What follows belongs to an exercise in optimizing a design on an open flow for small area, a short achievable clock period and few clock cycles per item; a production flow would make more cautious choices.
The RTL was checked by simulation tests, not by an equivalence proof against the original design.
Power is estimated from default activity; no workload was simulated.

### flow/run.sh
#!/bin/bash
# synth_recipe.tcl (not shown) runs the flow's synth.tcl, then flattens the netlist and writes it again
# the make line also repeats each setting of config.mk as NAME=value (left out here)
make -C /OpenROAD-flow-scripts/flow DESIGN_CONFIG=/design/flow/config.mk WORK_HOME=/design/flow/orfs CLKGATE_MAP_FILE= SYNTH_SCRIPT=/design/flow/synth_recipe.tcl finish
### flow/config.mk
export PLATFORM = sky130hd
export DESIGN_NAME = serial_packet_framer_deframer_core
export DESIGN_NICKNAME = serial_packet_framer_deframer_core
export VERILOG_FILES = /design/flow/design.v
export SDC_FILE = /design/flow/constraint.sdc
export NUM_CORES = 4
export LEC_CHECK = 0
export CAP_MARGIN = 20
export CORE_MARGIN = 2
export CORE_UTILIZATION = 40
export SLEW_MARGIN = 20
### flow/constraint.sdc
create_clock -name core_clock -period 5.0 [get_ports {clock}]
set_input_delay 1.0000 -clock core_clock [delete_from_list [all_inputs] [get_ports {clock}]]
set_output_delay 1.0000 -clock core_clock [all_outputs]
set_load 0.01 [all_outputs]
### flow/design.v
package sfd_pkg;
   localparam logic [2:0] ACT_RX_BYTE  = 3'd0;
   localparam logic [2:0] ACT_LINE_IDLE = 3'd1;
   localparam logic [2:0] ACT_LOAD     = 3'd2;
   localparam logic [2:0] ACT_TX_START = 3'd3;
   localparam logic [2:0] ACT_TX_READY = 3'd4;
   localparam logic [1:0] KIND_NONE     = 2'd0;
   localparam logic [1:0] KIND_LINE     = 2'd1;
   localparam logic [1:0] KIND_PAYLOAD  = 2'd2;
   localparam logic [1:0] KIND_COMPLETE = 2'd3;
   localparam logic [7:0] MARK_PING  = 8'hA8;
   localparam logic [7:0] MARK_START = 8'hAE;
   localparam logic [7:0] MARK_END   = 8'hAB;
   typedef enum logic [3:0] {
      RX_HUNT  = 4'b0001,
      RX_LEN   = 4'b0010,
      RX_DATA  = 4'b0100,
      RX_CHECK = 4'b1000
   } rx_phase_type;
   typedef enum logic [2:0] {
      TX_LEN  = 3'b001,
      TX_DATA = 3'b010,
      TX_END  = 3'b100
   } tx_phase_type;
   typedef struct packed {
      logic [1:0] kind;
      logic [7:0] out_byte;
      logic [7:0] position;
      logic [7:0] packet_length;
      logic       tx_busy;
   } rsp_type;
endpackage
module sfd_ram #(
   parameter int WIDTH = 8,
   parameter int DEPTH = 8
) (
   input  logic             clock,
   input  logic             wr_en,
   input  logic [WIDTH-1:0] wr_data,
   output logic [WIDTH-1:0] tap
);
   logic [WIDTH-1:0] slot_ff [DEPTH];
   always_ff @(posedge clock) begin
      slot_ff[0] <= wr_en ? wr_data : slot_ff[DEPTH-1];
      for (int i = 1; i < DEPTH; i++) begin
         slot_ff[i] <= slot_ff[i-1];
      end
   end
   assign tap = slot_ff[DEPTH-1];
endmodule
import sfd_pkg::*;
module serial_packet_framer_deframer_core #(
   parameter int TX_BUFFER_DEPTH = 256
) (
   input  logic       clock,
   input  logic       reset,
   input  logic       req_valid,
   output logic       req_ready,
   input  logic [2:0] req_action,
   input  logic [7:0] req_byte_value,
   input  logic [7:0] req_load_index,
   input  logic [7:0] req_tx_length,
   output logic       rsp_valid,
   input  logic       rsp_ready,
   output logic [1:0] rsp_kind,
   output logic [7:0] rsp_out_byte,
   output logic [7:0] rsp_position,
   output logic [7:0] rsp_packet_length,
   output logic       rsp_tx_busy
);
   localparam int SL   = 8;                        
   localparam int NSEG = TX_BUFFER_DEPTH / SL;     
   localparam int NPQ  = 8;                        
   localparam logic [1:0] RXP_HUNT  = 2'd0;
   localparam logic [1:0] RXP_LEN   = 2'd1;
   localparam logic [1:0] RXP_DATA  = 2'd2;
   localparam logic [1:0] RXP_CHECK = 2'd3;
   localparam logic [1:0] TXP_LEN  = 2'd0;
   localparam logic [1:0] TXP_DATA = 2'd1;
   localparam logic [1:0] TXP_END  = 2'd2;
   logic [2:0]   phase_ff;                         
   logic [1:0]   rx_phase_ff, rx_phase_in;
   logic [7:0]   rx_count_ff, rx_count_in;
   logic [7:0]   rx_position_ff, rx_position_in;
   logic         tx_active_ff, tx_active_in;
   logic [1:0]   tx_phase_ff, tx_phase_in;
   logic [7:0]   tx_count_ff, tx_count_in;
   logic [7:0]   tx_position_ff, tx_position_in;
   logic [8:0]   fetch_ff, fetch_in;               
   logic [3:0]   wcnt_ff, wcnt_in;                 
   logic [7:0]   head_ff [SL];
   logic [7:0]   win_ff  [SL];
   logic [NPQ-1:0] pq_valid_ff, pq_valid_in;
   logic [7:0]   pq_idx_ff  [NPQ];
   logic [7:0]   pq_data_ff [NPQ];
   logic         req_ready_ff;
   logic         out_valid_ff;
   logic         skid_valid_ff;
   sfd_pkg::rsp_type out_ff, skid_ff, rsp_in;
   logic         accept;
   logic         act_rx, act_idle, act_load, act_start, act_ready;
   assign accept    = req_valid && req_ready_ff && !reset;
   assign act_rx    = accept && (req_action == ACT_RX_BYTE);
   assign act_idle  = accept && (req_action == ACT_LINE_IDLE);
   assign act_load  = accept && (req_action == ACT_LOAD);
   assign act_start = accept && (req_action == ACT_TX_START);
   assign act_ready = accept && (req_action == ACT_TX_READY);
   logic         pos_in_head;
   logic         consume, consume_win;
   logic [7:0]   rd_byte;
   assign pos_in_head = (tx_position_ff[7:3] == 5'd0);
   assign consume     = act_ready && tx_active_ff && (tx_phase_ff == TXP_DATA);
   assign consume_win = consume && !pos_in_head;
   assign rd_byte     = pos_in_head ? head_ff[tx_position_ff[2:0]]
                                    : win_ff[tx_position_ff[2:0]];
   localparam int NBUS = 4;
   localparam int BW   = $clog2(NBUS);
   logic [7:0]   tap [NSEG];
   logic [NBUS-1:0] bus_en;
   logic [4-BW:0]   bus_seg  [NBUS];
   logic [7:0]      bus_data [NBUS];
   assign tap[0] = 8'd0;
   for (genvar g = 1; g < NSEG; g++) begin : g_seg
      sfd_ram #(
         .WIDTH (8),
         .DEPTH (SL)
      ) u_seg (
         .clock   (clock),
         .wr_en   (bus_en[g % NBUS] && (bus_seg[g % NBUS] == (5-BW)'(g / NBUS))),
         .wr_data (bus_data[g % NBUS]),
         .tap     (tap[g])
      );
   end
   logic [NPQ-1:0] pq_sel, pq_match, pq_hit_f, pq_alloc;
   always_comb begin
      logic [NBUS-1:0] found;
      logic            elig;
      found = '0;
      for (int b = 0; b < NBUS; b++) begin
         bus_data[b] = 8'd0;
         bus_seg[b]  = '0;
      end
      for (int q = 0; q < NPQ; q++) begin
         pq_sel[q] = 1'b0;
         for (int b = 0; b < NBUS; b++) begin
            elig = pq_valid_ff[q] && (pq_idx_ff[q][2:0] == phase_ff)
                   && (pq_idx_ff[q][3+BW-1:3] == BW'(b)) && !found[b];
            found[b]    = found[b] || elig;
            pq_sel[q]   = pq_sel[q] || elig;
            bus_data[b] = bus_data[b] | ({8{elig}} & pq_data_ff[q]);
            bus_seg[b]  = bus_seg[b]  | ({(5-BW){elig}} & pq_idx_ff[q][7:3+BW]);
         end
         pq_match[q] = pq_valid_ff[q] && (pq_idx_ff[q] == req_load_index);
         pq_hit_f[q] = pq_valid_ff[q] && (pq_idx_ff[q] == fetch_ff[7:0]);
      end
      bus_en = found;
   end
   logic         ring_load;
   assign ring_load = act_load && (req_load_index[7:3] != 5'd0);
   logic [NPQ-1:0] pq_free;
   logic [7:0]     pq_idx_in [NPQ];
   logic           pq_room_next;
   always_comb begin
      logic taken;
      taken        = 1'b0;
      pq_room_next = 1'b0;
      for (int q = 0; q < NPQ; q++) begin
         pq_free[q]  = !pq_valid_ff[q] || pq_sel[q];
         pq_alloc[q] = ring_load && !(|pq_match) && pq_free[q] && !taken;
         taken       = taken || pq_free[q];
         pq_valid_in[q] = (pq_valid_ff[q] && !pq_sel[q])
                          || (ring_load && pq_match[q]) || pq_alloc[q];
         pq_idx_in[q]   = pq_alloc[q] ? req_load_index : pq_idx_ff[q];
         pq_room_next   = pq_room_next || !pq_valid_in[q]
                          || (pq_idx_in[q][2:0] == phase_ff + 3'd1);
      end
   end
   logic         fetch_go;
   logic [7:0]   fetch_data;
   logic [7:0]   wbase;
   logic [8:0]   win_off;
   logic [3:0]   win_lim;
   logic         load_in_win;
   assign fetch_go = (phase_ff == fetch_ff[2:0]) && !fetch_ff[8]
                     && (!wcnt_ff[3] || consume_win);
   always_comb begin
      logic [7:0] fwd;
      fwd = 8'd0;
      for (int q = 0; q < NPQ; q++) begin
         fwd = fwd | ({8{pq_hit_f[q]}} & pq_data_ff[q]);
      end
      fetch_data = (|pq_hit_f) ? fwd : tap[fetch_ff[7:3]];
   end
   assign wbase       = pos_in_head ? 8'd8 : tx_position_ff;
   assign win_off     = {1'b0, req_load_index} - {1'b0, wbase};
   assign win_lim     = wcnt_ff + {3'd0, fetch_go};
   assign load_in_win = ring_load && !win_off[8] && (win_off[7:0] < {4'd0, win_lim});
   always_comb begin
      rx_phase_in    = rx_phase_ff;
      rx_count_in    = rx_count_ff;
      rx_position_in = rx_position_ff;
      tx_active_in   = tx_active_ff;
      tx_phase_in    = tx_phase_ff;
      tx_count_in    = tx_count_ff;
      tx_position_in = tx_position_ff;
      rsp_in         = '0;
      if (act_rx) begin
         unique case (rx_phase_ff)
            RXP_HUNT: begin
               if (req_byte_value == MARK_PING) begin
                  rsp_in.kind     = KIND_LINE;
                  rsp_in.out_byte = MARK_PING;
               end else if (req_byte_value == MARK_START) begin
                  rx_phase_in = RXP_LEN;
               end
            end
            RXP_LEN: begin
               rx_count_in    = req_byte_value;
               rx_position_in = 8'd0;
               rx_phase_in    = (req_byte_value == 8'd0) ? RXP_CHECK : RXP_DATA;
            end
            RXP_DATA: begin
               rsp_in.kind     = KIND_PAYLOAD;
               rsp_in.out_byte = req_byte_value;
               rsp_in.position = rx_position_ff;
               rx_position_in  = rx_position_ff + 8'd1;
               if (rx_position_in == rx_count_ff) begin
                  rx_phase_in = RXP_CHECK;
               end
            end
            default: begin
               rsp_in.kind          = KIND_COMPLETE;
               rsp_in.packet_length = rx_count_ff;
               rx_phase_in          = RXP_HUNT;
            end
         endcase
      end
      if (act_idle) begin
         rx_phase_in = RXP_HUNT;
      end
      if (act_start) begin
         tx_active_in    = 1'b1;
         tx_phase_in     = TXP_LEN;
         tx_count_in     = req_tx_length;
         tx_position_in  = 8'd0;
         rsp_in.kind     = KIND_LINE;
         rsp_in.out_byte = MARK_START;
      end
      if (act_ready && tx_active_ff) begin
         rsp_in.kind = KIND_LINE;
         unique case (tx_phase_ff)
            TXP_LEN: begin
               rsp_in.out_byte = tx_count_ff;
               tx_phase_in     = (tx_count_ff != 8'd0) ? TXP_DATA : TXP_END;
            end
            TXP_DATA: begin
               rsp_in.out_byte = rd_byte;
               tx_position_in  = tx_position_ff + 8'd1;
               if (tx_position_in == tx_count_ff) begin
                  tx_phase_in = TXP_END;
               end
            end
            default: begin
               rsp_in.out_byte = MARK_END;
               tx_active_in    = 1'b0;
            end
         endcase
      end
      rsp_in.tx_busy = tx_active_in;
   end
   always_comb begin
      fetch_in = fetch_ff + {8'd0, fetch_go};
      wcnt_in  = wcnt_ff + {3'd0, fetch_go} - {3'd0, consume_win};
      if (act_start || reset) begin
         fetch_in = 9'd8;
         wcnt_in  = 4'd0;
      end
   end
   logic out_take, out_valid_in, skid_valid_in;
   assign out_take = !out_valid_ff || rsp_ready;
   always_comb begin
      out_valid_in  = out_valid_ff;
      skid_valid_in = skid_valid_ff;
      if (out_take) begin
         out_valid_in  = skid_valid_ff || accept;
         skid_valid_in = 1'b0;
      end else if (accept) begin
         skid_valid_in = 1'b1;
      end
      if (reset) begin
         out_valid_in  = 1'b0;
         skid_valid_in = 1'b0;
      end
   end
   always_ff @(posedge clock) begin
      if (out_take) begin
         out_ff <= skid_valid_ff ? skid_ff : rsp_in;
      end
      if (!out_take && accept) begin
         skid_ff <= rsp_in;
      end
   end
   always_ff @(posedge clock) begin
      phase_ff <= phase_ff + 3'd1;
      fetch_ff <= fetch_in;
      wcnt_ff  <= wcnt_in;
      out_valid_ff  <= out_valid_in;
      skid_valid_ff <= skid_valid_in;
      req_ready_ff  <= !skid_valid_in && pq_room_next;
      if (reset) begin
         rx_phase_ff    <= RXP_HUNT;
         rx_count_ff    <= 8'd0;
         rx_position_ff <= 8'd0;
         tx_active_ff   <= 1'b0;
         tx_phase_ff    <= TXP_LEN;
         tx_count_ff    <= 8'd0;
         tx_position_ff <= 8'd0;
      end else begin
         rx_phase_ff    <= rx_phase_in;
         rx_count_ff    <= rx_count_in;
         rx_position_ff <= rx_position_in;
         tx_active_ff   <= tx_active_in;
         tx_phase_ff    <= tx_phase_in;
         tx_count_ff    <= tx_count_in;
         tx_position_ff <= tx_position_in;
      end
   end
   always_ff @(posedge clock) begin
      pq_valid_ff <= pq_valid_in;
      for (int q = 0; q < NPQ; q++) begin
         if ((ring_load && pq_match[q]) || pq_alloc[q]) begin
            pq_data_ff[q] <= req_byte_value;
         end
         pq_idx_ff[q] <= pq_idx_in[q];
      end
   end
   always_ff @(posedge clock) begin
      for (int i = 0; i < SL; i++) begin
         if (act_load && (req_load_index == 8'(i))) begin
            head_ff[i] <= req_byte_value;
         end
         if (load_in_win && (req_load_index[2:0] == 3'(i))) begin
            win_ff[i] <= req_byte_value;
         end else if (fetch_go && (fetch_ff[2:0] == 3'(i))) begin
            win_ff[i] <= fetch_data;
         end
      end
   end
   assign req_ready         = req_ready_ff;
   assign rsp_valid         = out_valid_ff;
   assign rsp_kind          = out_ff.kind;
   assign rsp_out_byte      = out_ff.out_byte;
   assign rsp_position      = out_ff.position;
   assign rsp_packet_length = out_ff.packet_length;
   assign rsp_tx_busy       = out_ff.tx_busy;
endmodule
==> flow_summary.json <==
{
  "worstPathRequired_ps": 5520,
  "io_buffers": 59,
  "final_max_slew_viol_count": 0,
  "rsz0062_at_grt": "false",
  "routabilityCongestion": 0.917,
  "fp.dieH_um": 409,
  "cp_slowest_cell": "clkdlybuf4s50_1",
  "clock_sinks": 2358,
  "crit_path_end_kind": "flop",
  "vias_per_cell": 5.00,
  "insertion_delay_ps": 880,
  "h-tree-depth": 4,
  "antenna_found_initial": 6,
  "power.total_w": 0.0367,
  "synthArstFlopShare_pct": 0,
  "synth_top_area_share_pct": 63.2,
  "seq_power_share_pct": 52.8,
  "synth_nets": 4675,
  "synth-edff-count": 286,
  "finalCritPeriodShare_pct": 90.5,
  "synth_commonest_cells": "2072 x dfxtp_1, 286 x edfxtp_1, 232 x mux2_2, 213 x nor2_1, 212 x nand2_1",
  "start_kind": "primary input",
  "tritoncts": "yes",
  "ys_types": 93,
  "yosysMostFrequentCell": "dfxtp_1",
  "dp_slack_ps": -351,
  "path_clk_slew_ps": 60,
  "grtUsageTotal_pct": 19.2,
  "dp_hpwl_um": 113000,
  "grt_pass1_vias": 34900,
  "synth.area.top_cells": "dfxtp_1 63%, edfxtp_1 13%, mux2_2 4.0%, xnor2_1 1.7%, a221oi_1 1.5%",
  "power.internal_w": 0.0289,
  "cp_max_fo": 16,
  "place_area_um2": 70300,
  "setup_viol": 0,
  "crit_path_frequent_cell": "ha_1",
  "ys_ff_latch": 2358,
  "post_drt_wl_per_cell_um": 22.4,
  "cts-root-buf": "clkbuf_16",
  "stdcell_count": 7297,
  "arrival_ps": 5050,
  "p_clk_share_pct": 44.6,
  "post-route-min-period_ps": 4520,
  "ctsHoldBuffers": 0,
  "tightest_slew_ps": 1170,
  "synthCells": 4613,
  "slowest_delay_ps": 540,
  "p_sw_w": 0.00780,
  "finalWorstSetupSlack_ps": 475,
  "synth.cell_area_um2": 65700,
  "core_um2": 163000,
  "switching_share_pct": 21.2,
  "dp_cells": 6899,
  "status": "no timing/DRC/antenna violations",
  "power.leakage_nw": 29.8,
  "routed-via-count": 36500,
  "path_cells": "clkdlybuf4s50_1, nand3b_4, nor4_4, nor2b_4, nand2_1, o21ai_0, nor4b_4, ha_1, ha_1, inv_1, ha_1, a21o_1, a21oi_1, nor2b_1, nor4_2, buf_4, nand2_1, or3_1, buf_12, nor2_1, a21oi_1",
  "ant_nets": 0,
  "pwr-share-comb_pct": 2.6,
  "hp-class": "reg2reg",
  "grt_pass1_wl_um": 237000,
  "final_area_um2": 77700,
  "netlist.top_cell.by_area": "dfxtp_1",
  "critPathKind": "in2reg",
  "dieWidth_um": 409,
  "die-area_um2": 167000,
  "max_cap_viol_count": 0,
  "post-route-util_pct": 47.7,
  "start_util_pct": 40.3,
  "relSlewSlack_pct": 21.5,
  "grt_max_degree": 33,
  "fin_skew_ps": 93.7,
  "pin_count": 60,
  "path_buf_inv": 4,
  "yosys_warnings": 19,
  "overflow": 0,
  "postCtsResizedCells": 0,
  "clockBufferDepth": 3,
  "rows": 148,
  "synthFlopType": "dfxtp_1",
  "fmax_mhz": 221,
  "avgSynthCellArea_um2": 14.2,
  "drive_gt1_share_pct": 18.1,
  "drc": 0,
  "drtIter0Drc": 3703,
  "hold_viol": 0,
  "p_per_area_nw_per_um2": 473,
  "ys_seq_area_share_pct": 76.2,
  "wl_um": 164000,
  "fin_nets": 5000,
  "cts_setup_buffers": 0,
  "crit_family": "simple AND/OR/NAND/NOR gates",
  "cts_made_buffers": 212,
  "dr.pass1.iters": 6,
  "area_growth_pct": 18.2,
  "vdd_ir_drop_max_mv": 0.402
}
[power by group through the flow]
stage	clock network (W)	logic, W	registers [W]
after floorplan	0	0.000535	0.0198
after global placement	0	0.000949	0.0198
after detailed placement	0	0.000955	0.0198
after CTS	0.0167	0.000961	0.0194
after global routing	0.0174	0.00103	0.0194
final	0.0164	0.000961	0.0194
[path summary, 6_finish.rpt]
check	cells past startpoint	from	slack [ps]	endpoint
max	21	req_valid	480	win_ff[4][0]$_DFFE_PP_
min	0	g_seg[20].u_seg.slot_ff[1][4]$_DFF_P_	270	g_seg[20].u_seg.slot_ff[2][4]$_DFF_P_
max reg2reg	12	phase_ff[1]$_DFF_P_	530	req_ready_ff$_DFF_P_
min reg2reg	0	g_seg[20].u_seg.slot_ff[1][4]$_DFF_P_	270	g_seg[20].u_seg.slot_ff[2][4]$_DFF_P_
[per-layer routing]
layer,part of all wire (%),track usage [%],up-vias
met5,0,0,-
met4,2.9,6.18,0
met3,6.8,4.04,297
met2,45,29.9,1324
met1,46,26.8,17900
li1,-,-,16900
[flip-flops by register name, indices dropped and copies added (netlist names)]
| register | count |
|---|---|
| out_ff | 27 |
| pq_valid_ff | 8 |
| skid_valid_ff | 1 |
| win_ff | 64 |
| pq_idx_ff | 64 |
| rx_phase_ff | 2 |
| phase_ff | 3 |
| out_valid_ff | 1 |
| wcnt_ff | 4 |
| rx_count_ff | 8 |
| head_ff | 64 |
| rx_position_ff | 8 |
| fetch_ff | 9 |
| tx_active_ff | 1 |
| tx_count_ff | 8 |
| g_seg.u_seg.slot_ff | 1984 |
| tx_position_ff | 8 |
| skid_ff | 27 |
| pq_data_ff | 64 |
| req_ready_ff | 1 |
| tx_phase_ff | 2 |
[per-stage QoR]
| step | setup TNS (ps) | hold slack [ps] |
|---|---|---|
| 6_report | 0 | 268 |
| 5_1_grt | 0 | 277 |
| 4_1_cts | 0 | 277 |
| 3_5_place_dp | -27460 | 312 |
| 3_3_place_gp | -21530 | 310 |
| 2_1_floorplan | 0 | 310 |
[layout by cell type, fill, tap and decap left out, types with 101 or more instances in the layout]
cell type / count
nand2_1: 212
a21oi_1: 135
mux2_2: 232
edfxtp_1: 286
nand3_1: 101
a22oi_1: 123
a221oi_1: 112
buf_4: 236
xnor2_1: 124
o21ai_0: 108
dfxtp_1: 2072
clkbuf_16: 214
nor2_1: 209
[kinds of logic (layout without fill, tap and decap cells)]
group                      after synthesis  in the layout  share of synthesized area (%)
and+or+nand+nor                        847            847                           7.00
buffers and inverters                  229            735                           1.42
AOI/OAI and AO/OA                      690            690                           7.48
adders and majority gates               31             31                          0.602
muxes                                  252            252                           4.32
other                                    0              3                              0
DFF                                   2358           2358                           76.2
xor gates and xnor gates               206            206                           2.94
[area by class of cell]
type	instances	area (um2)
Fill cell	14100	85300
Sequential cell	2358	50100
Multi-Input combinational cell	2026	14800
Clock buffer	293	6090
Tap cell	2175	2720
Timing Repair Buffer	311	2680
Clock inverter	102	1200
Inverter	29	109
Antenna cell	3	7.51
Testbench counts, summed over its fixed seeds: cycles 32,008, items 32,000.

==> static timing again, ports no longer ideal <==
In the flow no input, the clock included, has a driving cell. The finished layout below was timed again as built, in two steps.
Step 1 (the two cells are an assumption about what drives the block):
set clk [get_ports {clock}]
set_driving_cell -lib_cell sky130_fd_sc_hd__clkbuf_16 $clk
set_driving_cell -lib_cell sky130_fd_sc_hd__buf_2 [delete_from_list [all_inputs] $clk]
Step 2 moves the port delays by t, midway between the first and last clock arrival at a register: inputs arrive t later, outputs are due t later. That takes back most of the time a late clock gives input paths.
Slacks: ideal ports / drivers / drivers and shift; pairs: ideal ports / drivers.
shift t [ns]: 0.915
setup slack, ns: 0.475 / 0.531 / -0.384
worst setup path after step 2: input to register
pins driven straight from the clock port: 1
With both steps, setup timing fails in this run, where it was met with ideal ports. For this run, drivers alone change the setup slack by +0.056 ns; drivers and shift together by -0.859 ns.
